What follows belongs to an exercise in optimizing a design on an open flow for small area, a short achievable clock period and few clock cycles per item; a production flow would make more cautious choices. RTL that was checked went through simulation tests only; none was proved equivalent to the original. Power figures rest on the tool's default switching activity, not on a simulated workload.

// matvec3
module matvec3 (
    input  logic                     clk,
    input  logic                     reset,
    input  logic                     input_valid,
    output logic                     input_ready,
    input  matvec_dims_pkg::sample_t input_data,
    output logic                     output_valid,
    input  logic                     output_ready,
    output matvec_dims_pkg::acc_t    output_data
);
clock: 8.5 ns
lec_check: 0
cap_margin: 20
core_margin: 2
core_utilization: 40
cts_buf_list: sky130_fd_sc_hd__clkbuf_8
cts_cluster_diameter: 50
cts_cluster_size: 16
setup_slack_margin: 5
slew_margin: 20
run.sh (not shown) runs the stock make flow with config.mk's settings and CLKGATE_MAP_FILE= SYNTH_SCRIPT=/design/flow/synth_recipe.tcl, a recipe that flattens the netlist after the stock synthesis.
The first run completed with no timing, DRC or antenna violations.
Testbench counts at the start, summed over its fixed seeds: cycles 4,688, jobs 384.
Next try:
Settings changed: CORE_UTILIZATION 40 to 60, CTS_BUF_LIST sky130_fd_sc_hd__clkbuf_8 to unset, CTS_CLUSTER_DIAMETER 50 to unset, CTS_CLUSTER_SIZE 16 to 60.
After rerunning:
- The changed run produced a clean layout
- cell area went up by 0.87%
- power went up by 13%
- global-route usage went up by 7.3 points
- non-clock buffer count went up by 2
- combinational power stays flat
- cell count went down by 7.7%
- fmax went up by 1.4%
Next try:
==> flow/flow/run.sh (new file) <==
#!/bin/bash
# The standard layout, with plain buffers (not delay cells) on the ports and
# timing repair aimed below the clock period.
set -euo pipefail
bash standard.sh BUFFER_PORTS_ARGS="-buffer_cell sky130_fd_sc_hd__buf_2" SETUP_SLACK_MARGIN=5.4 finish > flow_make.log 2>&1
==> flow/standard.sh (new file) <==
#!/bin/bash
# synth_recipe.tcl (not shown) runs the flow's synth.tcl, then flattens the netlist and writes it again
# the make line also repeats each setting of config.mk as NAME=value (left out here)
make -C /OpenROAD-flow-scripts/flow DESIGN_CONFIG=/design/flow/config.mk WORK_HOME=/design/flow/orfs CLKGATE_MAP_FILE= SYNTH_SCRIPT=/design/flow/synth_recipe.tcl "${@:-finish}"
Settings changed: CORE_UTILIZATION 60 to 40, CTS_BUF_LIST set to sky130_fd_sc_hd__clkbuf_8, CTS_CLUSTER_DIAMETER set to 50, CTS_CLUSTER_SIZE 60 to 16.
removed: flow/run.sh
After rerunning:
- register-to-register slack improved by 360 ps
- core utilization shrinks by 23 points
- sequential share of layout area climbs by 0.82 points
- worst setup slack gets better by 360 ps
- routed wire length rose by a few percent
- count of clock-buffer cells in the layout came out lower by 2
- global-route usage is lower by 6.7 points
- final cell count grows by a little under a tenth
- non-clock buffer count rises by 6
- die area increases by well over a third
Next try:
Settings changed: CORE_UTILIZATION 40 to 55.
Final area is lower by a few percent.
Clock skew is lower by 7.1 ps.
Clock power decreases by roughly a tenth.
Cell count falls by a little under a tenth.
Clock-buffer cell count falls by 9.
Fmax goes down slightly.
Via count falls slightly.
Synthesized cell count stays the same.

========
Setup of JK:
matvec3 again, from the RTL that the note above started with.
clock: 8.5 ns
lec_check: 0
cap_margin: 20
core_margin: 2
core_utilization: 40
cts_buf_list: sky130_fd_sc_hd__clkbuf_4
cts_cluster_size: 40
setup_slack_margin: 5
slew_margin: 20
Stock flow here: none of the scripts above is used.
JK finished every stage and its layout cleared the timing, DRC and antenna checks.
Testbench counts of JK, summed over its fixed seeds: cycles 4,688, jobs 384.
Input-level comparison between MS and JK:
# JK
export LEC_CHECK = 0
export CAP_MARGIN = 20
export CORE_MARGIN = 2
export CORE_UTILIZATION = 40
export CTS_BUF_LIST = sky130_fd_sc_hd__clkbuf_4
export CTS_CLUSTER_SIZE = 40
export SETUP_SLACK_MARGIN = 5
export SLEW_MARGIN = 20
create_clock -name core_clock -period 8.5 [get_ports {clk}]
# MS
export LEC_CHECK = 0
export CAP_MARGIN = 10
export CORE_MARGIN = 2
export CORE_UTILIZATION = 60
export CTS_BUF_LIST = sky130_fd_sc_hd__clkbuf_8
export CTS_CLUSTER_DIAMETER = 50
export CTS_CLUSTER_SIZE = 16
export SETUP_SLACK_MARGIN = 5
export SLEW_MARGIN = 10
create_clock -name core_clock -period 8.5 [get_ports {clk}]
==> flow/flow/run.sh (new file) <==
#!/bin/bash
# The standard layout, with plain buffers (not delay cells) on the ports and
# timing repair aimed below the clock period.
set -euo pipefail
bash standard.sh BUFFER_PORTS_ARGS="-buffer_cell sky130_fd_sc_hd__buf_2" SETUP_SLACK_MARGIN=5.4 finish > flow_make.log 2>&1
==> flow/standard.sh (new file) <==
#!/bin/bash
# synth_recipe.tcl (not shown) runs the flow's synth.tcl, then flattens the netlist and writes it again
# the make line also repeats each setting of config.mk as NAME=value (left out here)
make -C /OpenROAD-flow-scripts/flow DESIGN_CONFIG=/design/flow/config.mk WORK_HOME=/design/flow/orfs CLKGATE_MAP_FILE= SYNTH_SCRIPT=/design/flow/synth_recipe.tcl "${@:-finish}"
removed: flow/run.sh
Notes after the runs:
Going from JK to MS, final core utilization +20 points; first-pass GRT wire length -1900 µm.
The critical path depth in MS was higher than what JK gave.
JK leaves less setup margin than MS.
Of the two candidates, JK has the worse post-place setup slack and MS the better one.
Changes in AL relative to MS:
# MS
export LEC_CHECK = 0
export CAP_MARGIN = 10
export CORE_MARGIN = 2
export CORE_UTILIZATION = 60
export CTS_BUF_LIST = sky130_fd_sc_hd__clkbuf_8
export CTS_CLUSTER_DIAMETER = 50
export CTS_CLUSTER_SIZE = 16
export SETUP_SLACK_MARGIN = 5
export SLEW_MARGIN = 10
create_clock -name core_clock -period 8.5 [get_ports {clk}]
# AL
export LEC_CHECK = 0
export CAP_MARGIN = 20
export CORE_MARGIN = 2
export CORE_UTILIZATION = 40
export CTS_BUF_LIST = sky130_fd_sc_hd__clkbuf_4
export CTS_CLUSTER_SIZE = 10
export SETUP_SLACK_MARGIN = 5
export SLEW_MARGIN = 20
create_clock -name core_clock -period 8.5 [get_ports {clk}]
==> flow/run.sh (new file) <==
#!/bin/bash
# synth_recipe.tcl (not shown) runs the flow's synth.tcl, then flattens the netlist and writes it again
# the make line also repeats each setting of config.mk as NAME=value (left out here)
make -C /OpenROAD-flow-scripts/flow DESIGN_CONFIG=/design/flow/config.mk WORK_HOME=/design/flow/orfs CLKGATE_MAP_FILE= SYNTH_SCRIPT=/design/flow/synth_recipe.tcl finish
removed: flow/flow/run.sh
removed: flow/standard.sh
- [AL] share of final layout cell area taken by clock buffers and inverters rose 2.6 points relative to MS
- Changes observed in AL relative to MS: power consumption up about 13%; clock latency of the later-clocked register in the worst-skew pair went up 0.14 ns; relative area change from synthesis to final layout increased 4.4 points; flip-flop and latch count held steady.
#### Input delta (TR over AL)
# AL
export LEC_CHECK = 0
export CAP_MARGIN = 20
export CORE_MARGIN = 2
export CORE_UTILIZATION = 40
export CTS_BUF_LIST = sky130_fd_sc_hd__clkbuf_4
export CTS_CLUSTER_SIZE = 10
export SETUP_SLACK_MARGIN = 5
export SLEW_MARGIN = 20
create_clock -name core_clock -period 8.5 [get_ports {clk}]
# TR
export LEC_CHECK = 0
export CAP_MARGIN = 20
export CORE_MARGIN = 2
export CORE_UTILIZATION = 70
export CTS_BUF_LIST = sky130_fd_sc_hd__clkbuf_8
export CTS_CLUSTER_DIAMETER = 50
export CTS_CLUSTER_SIZE = 16
export PLACE_DENSITY = 0.8
export SETUP_SLACK_MARGIN = 5
export SLEW_MARGIN = 20
create_clock -name core_clock -period 8.5 [get_ports {clk}]
==> flow/flow/run.sh (new file) <==
#!/bin/bash
# The standard layout, with plain buffers (not delay cells) on the ports and
# timing repair aimed below the clock period.
set -euo pipefail
bash standard.sh BUFFER_PORTS_ARGS="-buffer_cell sky130_fd_sc_hd__buf_2" SETUP_SLACK_MARGIN=5.4 finish > flow_make.log 2>&1
==> flow/standard.sh (new file) <==
#!/bin/bash
# synth_recipe.tcl (not shown) runs the flow's synth.tcl, then flattens the netlist and writes it again
# the make line also repeats each setting of config.mk as NAME=value (left out here)
make -C /OpenROAD-flow-scripts/flow DESIGN_CONFIG=/design/flow/config.mk WORK_HOME=/design/flow/orfs CLKGATE_MAP_FILE= SYNTH_SCRIPT=/design/flow/synth_recipe.tcl "${@:-finish}"
removed: flow/run.sh
### Flow results
The first-pass detailed-route iteration total in TR sits 1 above the value recorded for AL. TR vs AL: highest attainable clock frequency up in TR. TR against AL: largest clock skew in the final design shrank by 0.040 ns; actual transition at the worst max-transition pin increased by 0.023 ns relative to the old numbers; core utilization higher. Max power share of the combinational group across AL and TR: TR. Relative to AL, setup slack has increased by 0.32 ns in TR. Against AL, TR reports a cell count of the worst reg-to-reg path that is higher. Of AL and TR, the higher number of global-route vias before repair belongs to AL. TR vs AL: non-clock buffer count up by more than 10%.

========
matvec3, a different RTL version from the one above (not shown whole).
Size in the first run: about 1400 cells after synthesis, roughly 300 flip-flops, roughly 48 I/O pins, ~0.015 mm2 of cells after synthesis.
Settings: LEC_CHECK=0, CAP_MARGIN=20, CORE_MARGIN=2, CORE_UTILIZATION=60, CTS_BUF_LIST=sky130_fd_sc_hd__clkbuf_8, CTS_CLUSTER_DIAMETER=50, CTS_CLUSTER_SIZE=16, SETUP_SLACK_MARGIN=5, SLEW_MARGIN=20; clock period 8.5 ns.
standard.sh (not shown) runs the stock make flow with config.mk's settings and CLKGATE_MAP_FILE= SYNTH_SCRIPT=/design/flow/synth_recipe.tcl, a recipe that flattens the netlist after the stock synthesis.
==> flow/flow/run.sh <==
#!/bin/bash
# The standard layout, with plain buffers (not delay cells) on the ports and
# timing repair aimed below the clock period.
set -euo pipefail
bash standard.sh BUFFER_PORTS_ARGS="-buffer_cell sky130_fd_sc_hd__buf_2" SETUP_SLACK_MARGIN=5.45 finish > flow_make.log 2>&1
Next try:
==> flow/flow/run.sh (replaced) <==
#!/bin/bash
# The standard layout, with plain buffers (not delay cells) on the ports and
# timing repair aimed below the clock period.
set -euo pipefail
bash standard.sh BUFFER_PORTS_ARGS="-buffer_cell sky130_fd_sc_hd__buf_2" SETUP_SLACK_MARGIN=5.65 finish > flow_make.log 2>&1
The changed run ran to the end with no violations; routed wire length rose by 5.7%; power rose by 0.74%; setup slack degrades by 0.024 ns; cell count rose by 4.0%; clock-buffer cell count does not change; first-iteration DRC count rose by 5.0%; sequential power stays flat.
Next try:
==> flow/flow/run.sh (replaced) <==
#!/bin/bash
# The standard layout, with plain buffers (not delay cells) on the ports and
# timing repair aimed below the clock period.
set -euo pipefail
bash standard.sh BUFFER_PORTS_ARGS="-buffer_cell sky130_fd_sc_hd__buf_2" SETUP_SLACK_MARGIN=5.4 finish > flow_make.log 2>&1
The changed run went through all stages and came out clean; combinational power came out lower by about a fifth; critical path depth is lower by 1; power drops by a few percent; global-route usage went down by 0.49 points; worst setup slack got worse by 0.050 ns; sequential share of layout area increases by 2.4 points.
Function was not checked in any run of this note: the RTL went through the layout flow alone.

========
RTL: one of the versions met above, not the one the previous note started from.
Size in the first run: about 15000 sq um of cells after synthesis.
clock: 8.5 ns
lec_check: 0
cap_margin: 20
core_margin: 2
core_utilization: 60
cts_buf_list: sky130_fd_sc_hd__clkbuf_8
cts_cluster_diameter: 50
cts_cluster_size: 16
place_density: 0.75
setup_slack_margin: 5
slew_margin: 20
==> flow/flow/run.sh <==
#!/bin/bash
# The standard layout, with plain buffers (not delay cells) on the ports and
# timing repair aimed below the clock period.
set -euo pipefail
bash standard.sh BUFFER_PORTS_ARGS="-buffer_cell sky130_fd_sc_hd__buf_2" SETUP_SLACK_MARGIN=5.4 finish > flow_make.log 2>&1
Testbench counts at the start, summed over its fixed seeds: cycles 4,688, jobs 384.
Change:
==> flow/flow/run.sh (replaced) <==
#!/bin/bash
# The standard layout, with plain buffers (not delay cells) on the ports.
set -euo pipefail
bash standard.sh BUFFER_PORTS_ARGS="-buffer_cell sky130_fd_sc_hd__buf_1" finish > flow_make.log 2>&1
Settings changed: CAP_MARGIN 20 to 60, CORE_UTILIZATION 60 to 40, PLACE_DENSITY 0.75 to unset, SLEW_MARGIN 20 to 60.
The new run finished with timing, DRC and antenna clean. Maximum frequency falls by 9.2%. Routed wire length rises by 7.1%. Clock-buffer cell count rises by 6. Worst hold slack gets better by 0.015 ns. Combinational power falls by about 2%. Synthesized area does not change. Utilization falls by 22 points.
Change:
==> flow/flow/run.sh (replaced) <==
#!/bin/bash
# The standard layout, with plain buffers (not delay cells) on the ports and
# timing repair aimed below the clock period.
set -euo pipefail
bash standard.sh BUFFER_PORTS_ARGS="-buffer_cell sky130_fd_sc_hd__buf_2" SETUP_SLACK_MARGIN=5.4 finish > flow_make.log 2>&1
Settings changed: CAP_MARGIN 60 to 20, CORE_UTILIZATION 40 to 60, SLEW_MARGIN 60 to 20.
Cell area falls by 0.79%.
Synthesized area is unchanged.
Non-clock buffer count is higher by 5.
Power fell by 4.6%.
Change:
==> flow/run.sh (new file) <==
#!/bin/bash
# synth_recipe.tcl (not shown) runs the flow's synth.tcl, then flattens the netlist and writes it again
# the make line also repeats each setting of config.mk as NAME=value (left out here)
make -C /OpenROAD-flow-scripts/flow DESIGN_CONFIG=/design/flow/config.mk WORK_HOME=/design/flow/orfs CLKGATE_MAP_FILE= SYNTH_SCRIPT=/design/flow/synth_recipe.tcl finish
Settings changed: CAP_MARGIN 20 to 60, CORE_UTILIZATION 60 to 40, CTS_BUF_LIST sky130_fd_sc_hd__clkbuf_8 to unset, CTS_CLUSTER_DIAMETER 50 to unset, CTS_CLUSTER_SIZE 16 to unset, SLEW_MARGIN 20 to 60.
removed: flow/flow/run.sh
removed: flow/standard.sh
Outcome:
- sequential share of layout area goes down by 1.9 points
- worst setup slack got worse by 0.40 ns
- critical path depth goes down by 8

========
matvec3 again, from the RTL that the note above started with.
clock: 8.5 ns
lec_check: 0
cap_margin: 20
core_margin: 2
core_utilization: 40
setup_slack_margin: 5
slew_margin: 20
run.sh (not shown) runs the stock make flow with config.mk's settings and CLKGATE_MAP_FILE= SYNTH_SCRIPT=/design/flow/synth_recipe.tcl, a recipe that flattens the netlist after the stock synthesis.
Stock flow here: none of the scripts above is used.
Testbench counts at the start, summed over its fixed seeds: cycles 4,688, jobs 384.
Rerun with:
==> flow/flow/run.sh (new file) <==
#!/bin/bash
# The standard layout, with plain buffers (not delay cells) on the ports and
# timing repair aimed below the clock period.
set -euo pipefail
bash standard.sh BUFFER_PORTS_ARGS="-buffer_cell sky130_fd_sc_hd__buf_2" SETUP_SLACK_MARGIN=5.45 finish > flow_make.log 2>&1
==> flow/standard.sh (new file) <==
#!/bin/bash
# synth_recipe.tcl (not shown) runs the flow's synth.tcl, then flattens the netlist and writes it again
# the make line also repeats each setting of config.mk as NAME=value (left out here)
make -C /OpenROAD-flow-scripts/flow DESIGN_CONFIG=/design/flow/config.mk WORK_HOME=/design/flow/orfs CLKGATE_MAP_FILE= SYNTH_SCRIPT=/design/flow/synth_recipe.tcl "${@:-finish}"
--- a/flow/config.mk
+++ b/flow/config.mk
@@ -10 +10,4 @@
-export CORE_UTILIZATION = 40
+export CORE_UTILIZATION = 60
+export CTS_BUF_LIST = sky130_fd_sc_hd__clkbuf_8
+export CTS_CLUSTER_DIAMETER = 50
+export CTS_CLUSTER_SIZE = 16
removed: flow/run.sh
Hold slack gains 6.0 ps.
Worst setup slack improved by 430 ps.
Maximum frequency is higher by 14%.
Clock-buffer cell count drops by 17.
Rerun with:
==> flow/run.sh (new file) <==
#!/bin/bash
# synth_recipe.tcl (not shown) runs the flow's synth.tcl, then flattens the netlist and writes it again
# the make line also repeats each setting of config.mk as NAME=value (left out here)
make -C /OpenROAD-flow-scripts/flow DESIGN_CONFIG=/design/flow/config.mk WORK_HOME=/design/flow/orfs CLKGATE_MAP_FILE= SYNTH_SCRIPT=/design/flow/synth_recipe.tcl finish
--- a/flow/config.mk
+++ b/flow/config.mk
@@ -10,4 +10,4 @@
-export CORE_UTILIZATION = 60
-export CTS_BUF_LIST = sky130_fd_sc_hd__clkbuf_8
-export CTS_CLUSTER_DIAMETER = 50
-export CTS_CLUSTER_SIZE = 16
+export CORE_UTILIZATION = 40
+export CTS_BUF_LIST = sky130_fd_sc_hd__clkbuf_16
+export CTS_CLUSTER_DIAMETER = 60
+export CTS_CLUSTER_SIZE = 24
removed: flow/flow/run.sh
removed: flow/standard.sh
What happened: The changed run went through all stages and came out clean. Non-clock buffer count went down by 14. Critical path depth went down by 8. Core utilization is lower by 21 points. Via count goes down by 0.96%.

-- afterwards: timing with drivers on the ports --
In the flow no input, the clock included, has a driving cell. The finished layouts below were timed again as built, in two steps.
Step 1: set_driving_cell puts a clkbuf_16 on clk and a buf_2 on each other input, an assumption about the parent block.
Step 2 adds t to the input delays and takes it off the output delays; t is the mean of the earliest and latest rising clock arrival at the registers after step 1. Input paths then give back, and output paths get back, about the clock's delay inside the block.
Three values: ideal, step 1, step 2; two values: the first two.
run	t (ns)	slack for setup (ns)	hold WS [ns]	worst setup path after step 2	worst register clock-pin slew, ns
the first run of note 1	0.575	5.082 / 5.035 / 4.703	0.306 / 0.306 / 0.306	input to register	0.09 / 0.09
the second run of note 1	0.606	5.129 / 5.129 / 4.737	0.317 / 0.317 / 0.317	input to register	0.07 / 0.07
the third run of note 1	0.577	5.487 / 5.487 / 5.437	0.326 / 0.326 / 0.326	input to register	0.09 / 0.09
the fourth run of note 1	0.637	5.465 / 5.423 / 5.114	0.324 / 0.324 / 0.324	input to register	0.09 / 0.09
JK	0.750	5.110 / 5.100 / 4.680	0.292 / 0.292 / 0.292	input to register	0.07 / 0.07
MS	0.631	5.477 / 5.477 / 5.063	0.323 / 0.323 / 0.323	input to register	0.09 / 0.09
AL	0.754	5.133 / 5.101 / 4.671	0.280 / 0.280 / 0.280	input to register	0.07 / 0.07
TR	0.611	5.457 / 5.457 / 4.992	0.324 / 0.324 / 0.324	input to register	0.09 / 0.09
the first run of note 3	0.641	5.535 / 5.535 / 5.241	0.328 / 0.328 / 0.328	input to register	0.09 / 0.09
the second run of note 3	0.638	5.511 / 5.511 / 5.511	0.327 / 0.327 / 0.327	register to register	0.10 / 0.10
the third run of note 3	0.634	5.461 / 5.461 / 5.221	0.320 / 0.320 / 0.320	input to register	0.10 / 0.10
the first run of note 4	0.624	5.462 / 5.462 / 5.023	0.305 / 0.305 / 0.305	input to register	0.09 / 0.09
the second run of note 4	0.580	5.155 / 5.155 / 5.155	0.320 / 0.320 / 0.320	register to register	0.09 / 0.09
the third run of note 4	0.631	5.477 / 5.477 / 5.063	0.323 / 0.323 / 0.323	input to register	0.09 / 0.09
the fourth run of note 4	0.601	5.073 / 5.022 / 5.161	0.317 / 0.317 / 0.317	register to register	0.08 / 0.08
the first run of note 5	0.591	5.078 / 5.029 / 4.693	0.314 / 0.314 / 0.314	input to register	0.06 / 0.06
the second run of note 5	0.621	5.505 / 5.505 / 5.132	0.320 / 0.320 / 0.320	input to register	0.10 / 0.10
the third run of note 5	0.579	5.070 / 5.018 / 4.701	0.321 / 0.321 / 0.321	input to register	0.09 / 0.09
After both steps every run listed still meets setup and hold. The setup slack of TR, which loses most, moves by 0.000 ns with the drivers and by -0.465 ns with both steps.
